Source: an optimization exercise on an open RTL-to-GDS flow (aim: small area, a short achievable clock period and few clock cycles per item). Production flows keep margins and buffers that such runs may drop.
In this exercise RTL edits were held to simulation tests only and were not proved equivalent to the original.
Power is estimated from default activity; no workload was simulated.

==> inputs of cedar <==
Design matrix_inverse_4x4, start of the top module:
module matrix_inverse_4x4
#(
    parameter int ELEMENT_BITS  = 16,
    parameter int FRACTION_BITS = 8,
    localparam int TDW = ((4 * ELEMENT_BITS + 7) / 8) * 8
) (
    input  logic           aclk,
    input  logic           aresetn,
    input  logic           s_tvalid,
    output logic           s_tready,
    input  logic [TDW-1:0] s_tdata,    
    output logic           m_tvalid,
    input  logic           m_tready,
    output logic [TDW-1:0] m_tdata,    
    output logic           m_tlast,    
    output logic [0:0]     m_tuser     
);
    function automatic logic [31:0] sx16(input logic [15:0] v);
        sx16 = {{16{v[15]}}, v};
    endfunction
    function automatic logic [48:0] sx32(input logic [31:0] v);
        sx32 = {{17{v[31]}}, v};
    endfunction
    function automatic logic [31:0] and32(input logic c, input logic [31:0] v);
        and32 = {32{c}} & v;
    endfunction
    function automatic logic [2:0] booth_dec(input logic [15:0] e, input logic [2:0] p,
                                             input logic f);
        logic [16:0] ext;
        logic [2:0]  w;
        ext = {e, 1'b0};
        w   = 3'(ext >> {p, 1'b0});
        booth_dec = {w[2] ^ f,
                     (w[2] & ~w[1] & ~w[0]) | (~w[2] & w[1] & w[0]),
                     w[1] ^ w[0]};
    endfunction
    typedef enum logic [2:0] {A_IN, A_WX, A_X, A_WY, A_Y, A_Z, A_WC} aphase_t;
    aphase_t               aphase_reg;
    logic [1:0]            abeat_reg;
    logic [2:0]            ap_reg;          
    logic                  ap_first;        
    logic [2:0]            amp_reg;         
    logic                  a_rdy;           
    logic                  a_copied;        
    logic [3:0][3:0][15:0] aa;              
    logic                  ax_reg, ay_reg, az_reg;    
    logic [3:0][1:0][2:0]  mg_reg;          
    logic [3:0][31:0]      mu_accn;
    logic [3:0][15:0]      mu_m1, mu_m2;
    logic [5:0][31:0]      smin;            
    logic [5:0][31:0]      cmin;            
    logic                  b_pre2, b_pre3;  
    logic                  x_now, y_now;    
    for (genvar k = 0; k < 4; k++) begin : g_mu
        mi4_minor u_minor (
  ...
==> flow/config.mk <==
export PLATFORM = sky130hd
export DESIGN_NAME = matrix_inverse_4x4
export DESIGN_NICKNAME = matrix_inverse_4x4
export VERILOG_FILES = /design/flow/design.v
export SDC_FILE = /design/flow/constraint.sdc
export NUM_CORES = 4
export LEC_CHECK = 0
export ABC_CLOCK_PERIOD_IN_PS = 3000
export CAP_MARGIN = 20
export CORE_MARGIN = 2
export CORE_UTILIZATION = 40
export SETUP_SLACK_MARGIN = 5
export SLEW_MARGIN = 20
==> flow/constraint.sdc <==
create_clock -name core_clock -period 10.0 [get_ports {aclk}]
set_input_delay 2.0000 -clock core_clock [delete_from_list [all_inputs] [get_ports {aclk}]]
set_output_delay 2.0000 -clock core_clock [all_outputs]
set_load 0.01 [all_outputs]
run.sh (not shown) runs the stock make flow with config.mk's settings and CLKGATE_MAP_FILE= SYNTH_SCRIPT=/design/flow/synth_recipe.tcl, a recipe that flattens the netlist after the stock synthesis.
==> sierra: changes against cedar <==
--- a/flow/design.v
+++ b/flow/design.v
@@ -103,40 +103,38 @@
 endmodule
 module mi4_minor (
     input  logic        aclk,
     input  logic        first,
     input  logic [15:0] m1,
     input  logic [15:0] m2,
     input  logic [2:0]  g1,      
     input  logic [2:0]  g2,
-    output logic [31:0] accn     
+    output logic [32:0] accn     
 );
-    logic [18:0] hi_reg;
-    logic [15:0] lo_reg;
-    logic [18:0] x0, x1, x2, s1, c1, t;
-    function automatic logic [18:0] booth_pp(input logic [15:0] m, input logic [2:0] g);
+    logic [32:0] acc_reg;
+    logic [32:0] x0, x1, x2, s1, c1;
+    function automatic logic [32:0] booth_pp(input logic [15:0] m, input logic [2:0] g);
         logic [16:0] sel;
         sel = ({17{g[0]}} & {m[15], m}) | ({17{g[1]}} & {m, 1'b0});
         sel = sel ^ {17{g[2]}};
-        booth_pp = {{2{sel[16]}}, sel};
+        booth_pp = {{16{sel[16]}}, sel};
     endfunction
     always_comb begin
-        x0 = first ? '0 : hi_reg;
+        x0 = first ? '0 : {acc_reg[30:0], 2'b00};
+        x0[0] = g1[2];
         x1 = booth_pp(m1, g1);
         x2 = booth_pp(m2, g2);
         s1 = x0 ^ x1 ^ x2;
         c1 = (x0 & x1) | (x0 & x2) | (x1 & x2);
-        c1 = {c1[17:0], g1[2]};
-        t  = s1 + c1 + {18'd0, g2[2]};
-        accn = {t[17:0], lo_reg[15:2]};
+        c1 = {c1[31:0], g2[2]};
+        accn = s1 + c1;
     end
     always_ff @(posedge aclk) begin
-        hi_reg <= {{2{t[18]}}, t[18:2]};
-        lo_reg <= {t[1:0], lo_reg[15:2]};
+        acc_reg <= accn;
     end
 endmodule
 module mi4_det (
     input  logic             aclk,
     input  logic             en,
     input  logic             first,
     input  logic [3:0][48:0] m,
     input  logic [3:0][2:0]  g,       
@@ -220,23 +218,22 @@
                      (w[2] & ~w[1] & ~w[0]) | (~w[2] & w[1] & w[0]),
                      w[1] ^ w[0]};
     endfunction
     typedef enum logic [2:0] {A_IN, A_WX, A_X, A_WY, A_Y, A_Z, A_WC} aphase_t;
     aphase_t               aphase_reg;
     logic [1:0]            abeat_reg;
     logic [2:0]            ap_reg;          
     logic                  ap_first;        
-    logic [2:0]            amp_reg;         
     logic                  a_rdy;           
     logic                  a_copied;        
     logic [3:0][3:0][15:0] aa;              
     logic                  ax_reg, ay_reg, az_reg;    
     logic [3:0][1:0][2:0]  mg_reg;          
-    logic [3:0][31:0]      mu_accn;
+    logic [3:0][32:0]      mu_accn;
     logic [3:0][15:0]      mu_m1, mu_m2;
     logic [5:0][31:0]      smin;            
     logic [5:0][31:0]      cmin;            
     logic                  b_pre2, b_pre3;  
     logic                  x_now, y_now;    
     for (genvar k = 0; k < 4; k++) begin : g_mu
         mi4_minor u_minor (
             .aclk(aclk), .first(ap_first),
@@ -261,17 +258,17 @@
     logic       x_go, y_go;
     logic [1:0] acr;
     logic       wx_q;    
     always_comb begin
         x_go  = !a_rdy && (!b_pre2 || x_now);
         y_go  = !b_pre3 || y_now;
         a_runst = (aphase_reg == A_X) || (aphase_reg == A_Y) || (aphase_reg == A_Z);
         a_run = a_runst || (aphase_reg == A_WX && x_go && wx_q) || (aphase_reg == A_WY && y_go);
-        apsel = amp_reg;
+        apsel = (ap_reg != 3'd0) ? ap_reg - 3'd1 : 3'd7;
         acr   = ay_reg ? 2'd1 : (az_reg ? 2'd2 : 2'd0);
         if (a_runst && ap_reg == 3'd0)
             arsel = (acr == 2'd2) ? 2'd0 : acr + 2'd1;
         else
             arsel = acr;
         case (arsel)
             2'd0: begin
                 mde[0][0] = aa[1][3]; mde[0][1] = aa[0][3];
@@ -292,17 +289,16 @@
                 mde[3][0] = aa[3][3]; mde[3][1] = aa[3][0];
             end
         endcase
     end
     typedef enum logic [2:0] {P_WAIT, P_COF0, P_CAP0, P_COF, P_CAP} phase_t;
     phase_t               phase_reg, phase_n;
     logic [2:0]           p_reg, p_n;       
     logic                 p_first;          
-    logic [2:0]           pm_reg;           
     logic [1:0]           rnd_reg, rnd_n;   
     logic [2:0]           ri_reg;           
     logic                 h_full;           
     logic [1:0]           hcol_reg;         
     logic                 r_loaded;         
     logic [1:0]           rcol_reg;         
     logic                 drun;             
     logic [2:0]           dcnt_reg;
@@ -400,17 +396,17 @@
         m33 = sx3;
     end
     logic [2:0]            rsel, psel;
     logic [3:0][2:0][15:0] de;     
     logic [3:0][2:0]       df;     
     logic [1:0]            nj, nk, nl, nm;
     always_comb begin
         rsel = (mac_en_reg && p_reg == 3'd0) ? ((ri_reg == 3'd3) ? 3'd0 : ri_reg + 3'd1) : ri_reg;
-        psel = pm_reg;
+        psel = (p_reg != 3'd0) ? p_reg - 3'd1 : 3'd7;
         nj   = rsel[1:0];
         nk = nj ^ 2'd1;
         nl = nj ^ 2'd2;
         nm = nj ^ 2'd3;
         de[0][0] = a[1][nk]; de[0][1] = a[1][nl]; de[0][2] = a[1][nm];
         de[1][0] = a[0][nk]; de[1][1] = a[0][nl]; de[1][2] = a[0][nm];
         de[2][0] = a[3][nk]; de[2][1] = a[3][nl]; de[2][2] = a[3][nm];
         de[3][0] = a[2][nk]; de[3][1] = a[2][nl]; de[3][2] = a[2][nm];
@@ -491,17 +487,16 @@
              : ((phase_n == P_WAIT) ? 2'd0 : ((phase_n == P_CAP0) ? 2'd1 : rnd_n));
     end
     always_ff @(posedge aclk) begin
         if (!aresetn) begin
             aphase_reg   <= A_IN;
             abeat_reg    <= 2'd0;
             ap_reg       <= 3'd7;
             ap_first     <= 1'b1;
-            amp_reg      <= 3'd1;
             a_rdy        <= 1'b0;
             a_copied     <= 1'b0;
             ax_reg       <= 1'b0;
             wx_q         <= 1'b0;
             ay_reg       <= 1'b0;
             az_reg       <= 1'b0;
             b_pre2       <= 1'b0;
             b_pre3       <= 1'b0;
@@ -510,17 +505,16 @@
             h_full       <= 1'b0;
             r_loaded     <= 1'b0;
             drun         <= 1'b0;
             r_ready      <= 1'b0;
             det_ready    <= 1'b0;
             c0_ld        <= 1'b0;
             p_reg        <= 3'd7;
             p_first      <= 1'b1;
-            pm_reg       <= 3'd6;
             rnd_reg      <= 2'd0;
             ri_reg       <= 3'd0;
             mac_en_reg   <= 1'b0;
             b_loaded     <= 1'b0;
             b_loaded_q   <= 1'b0;
             ds2_reg      <= 1'b0;
             dt_run       <= 1'b0;
             dt_done      <= 1'b0;
@@ -532,18 +526,16 @@
             scr13        <= 1'b0;
             scr03        <= 1'b0;
             scr12        <= 1'b0;
         end else begin
             if (beat_go) abeat_reg <= abeat_reg + 2'd1;
             wx_q <= (aphase_reg == A_WX);
             if (a_run) ap_reg <= ap_reg - 3'd1;
             ap_first <= a_run ? (ap_reg == 3'd0) : (ap_reg == 3'd7);
-            if (a_run) amp_reg <= (ap_reg == 3'd1) ? 3'd0 : 3'd0 - ap_reg + 3'd1;
-            else       amp_reg <= (ap_reg == 3'd0) ? 3'd0 : 3'd0 - ap_reg;
             case (aphase_reg)
                 A_IN: if (beat_go && abeat_reg == 2'd3) begin aphase_reg <= A_WX; ax_reg <= 1'b1; end
                 A_WX: if (x_go) aphase_reg <= A_X;
                 A_X:  if (ap_reg == 3'd0) begin aphase_reg <= A_WY; ax_reg <= 1'b0; ay_reg <= 1'b1; end
                 A_WY: if (y_go) aphase_reg <= A_Y;
                 A_Y:  if (ap_reg == 3'd0) begin
                           aphase_reg <= A_Z; ay_reg <= 1'b0; az_reg <= 1'b1; a_rdy <= 1'b1;
                       end
@@ -555,17 +547,16 @@
                 A_WC: if (a_copied) begin aphase_reg <= A_IN; a_copied <= 1'b0; end
                 default: aphase_reg <= A_IN;
             endcase
             if (copy_go && !(aphase_reg == A_Z && ap_reg == 3'd0)) a_copied <= 1'b1;
             phase_reg  <= phase_n;
             rnd_reg    <= rnd_n;
             p_reg      <= p_n;
             p_first    <= (p_n == 3'd7);
-            pm_reg     <= (p_n != 3'd0) ? p_n - 3'd1 : 3'd7;
             mac_en_reg <= (phase_n == P_COF0) || (phase_n == P_COF);
             scr01 <= scof && (scol == 2'd0 || scol == 2'd1);
             scr23 <= scof && (scol == 2'd2 || scol == 2'd3);
             scr02 <= scof && (scol == 2'd0 || scol == 2'd2);
             scr13 <= scof && (scol == 2'd1 || scol == 2'd3);
             scr03 <= scof && (scol == 2'd0 || scol == 2'd3);
             scr12 <= scof && (scol == 2'd1 || scol == 2'd2);
             if (mac_go && p_reg == 3'd0) ri_reg <= (ri_reg == 3'd3) ? 3'd0 : ri_reg + 3'd1;
@@ -633,18 +624,18 @@
             for (int c = 0; c < 4; c++) aa[abeat_reg][c] <= s_tdata[c*16 +: 16];
         end
         if (copy_go) a <= aa;
         for (int k = 0; k < 4; k++) begin
             if (a_runst) begin
                 mg_reg[k][0] <= booth_dec(mde[k][0], apsel, k < 2 && arsel == 2'd2);
                 mg_reg[k][1] <= booth_dec(mde[k][1], apsel, !(k < 2 && arsel == 2'd2));
             end else begin
-                mg_reg[k][0] <= booth_dec(mde[k][0], a_run ? 3'd1 : 3'd0, k < 2 && arsel == 2'd2);
-                mg_reg[k][1] <= booth_dec(mde[k][1], a_run ? 3'd1 : 3'd0, !(k < 2 && arsel == 2'd2));
+                mg_reg[k][0] <= booth_dec(mde[k][0], a_run ? 3'd6 : 3'd7, k < 2 && arsel == 2'd2);
+                mg_reg[k][1] <= booth_dec(mde[k][1], a_run ? 3'd6 : 3'd7, !(k < 2 && arsel == 2'd2));
             end
         end
         if (a_run && ap_reg == 3'd0) begin
             if (ax_reg) begin
                 smin[4] <= mu_accn[0][31:0]; cmin[4] <= mu_accn[1][31:0];
                 smin[5] <= mu_accn[2][31:0]; cmin[5] <= mu_accn[3][31:0];
             end
             if (ay_reg) begin
==> summary of the runs <==
sierra went through all stages and came out clean. cedar completed and failed the layout checks on capacitance limit, slew limit.
The combinational power of sierra is 3.0 times that of cedar.
Non-clock buffer count: cedar is lower than sierra (142).
Of cedar and sierra, sierra has the higher area after synthesis (gap 2.1%, measured against sierra).
Of cedar and sierra, sierra has the higher critical path depth (gap 9).
Against cedar, the maximum frequency of sierra is lower by 1.8%.
Between cedar and sierra, the lower first-iteration DRC count is in sierra (gap 0.35%, measured against sierra).
Against sierra, the sequential power of cedar is lower by 28%.
In cedar the total power is lower than in sierra, by about 46%.
Against cedar, the sequential share of layout area of sierra is lower by 1.0 points.
Against cedar, the clock-buffer cell count of sierra is lower by 11.
Testbench counts of cedar, summed over its fixed seeds: cycles 3,488, items 96.
Testbench counts of sierra, summed over its fixed seeds: cycles 3,488, items 96.

-- separate check: timing with driven ports --
How much do the figures lean on ideal ports? The routed layouts below were timed once more, with nothing changed but the port constraints.
Step 1: set_driving_cell puts a clkbuf_16 on aclk and a buf_2 on each other input, an assumption about the parent block.
Step 2 moves the port delays by t, midway between the first and last clock arrival at a register: inputs arrive t later, outputs are due t later. That takes back most of the time a late clock gives input paths.
Three values: no drivers, after step 1, after step 2; two values: the first two.
run | shift t [ns] | setup slack, ns | clock arrival spread, ns | slew at the worst register clock pin (ns) | worst slew at a driven data input, ns
cedar | 1.115 | 4.973 / 4.973 / 4.973 | 0.148 / 0.148 | 0.07 / 0.07 | 0.04
sierra | 1.120 | 4.880 / 4.880 / 4.880 | 0.114 / 0.114 | 0.07 / 0.07 | 0.04
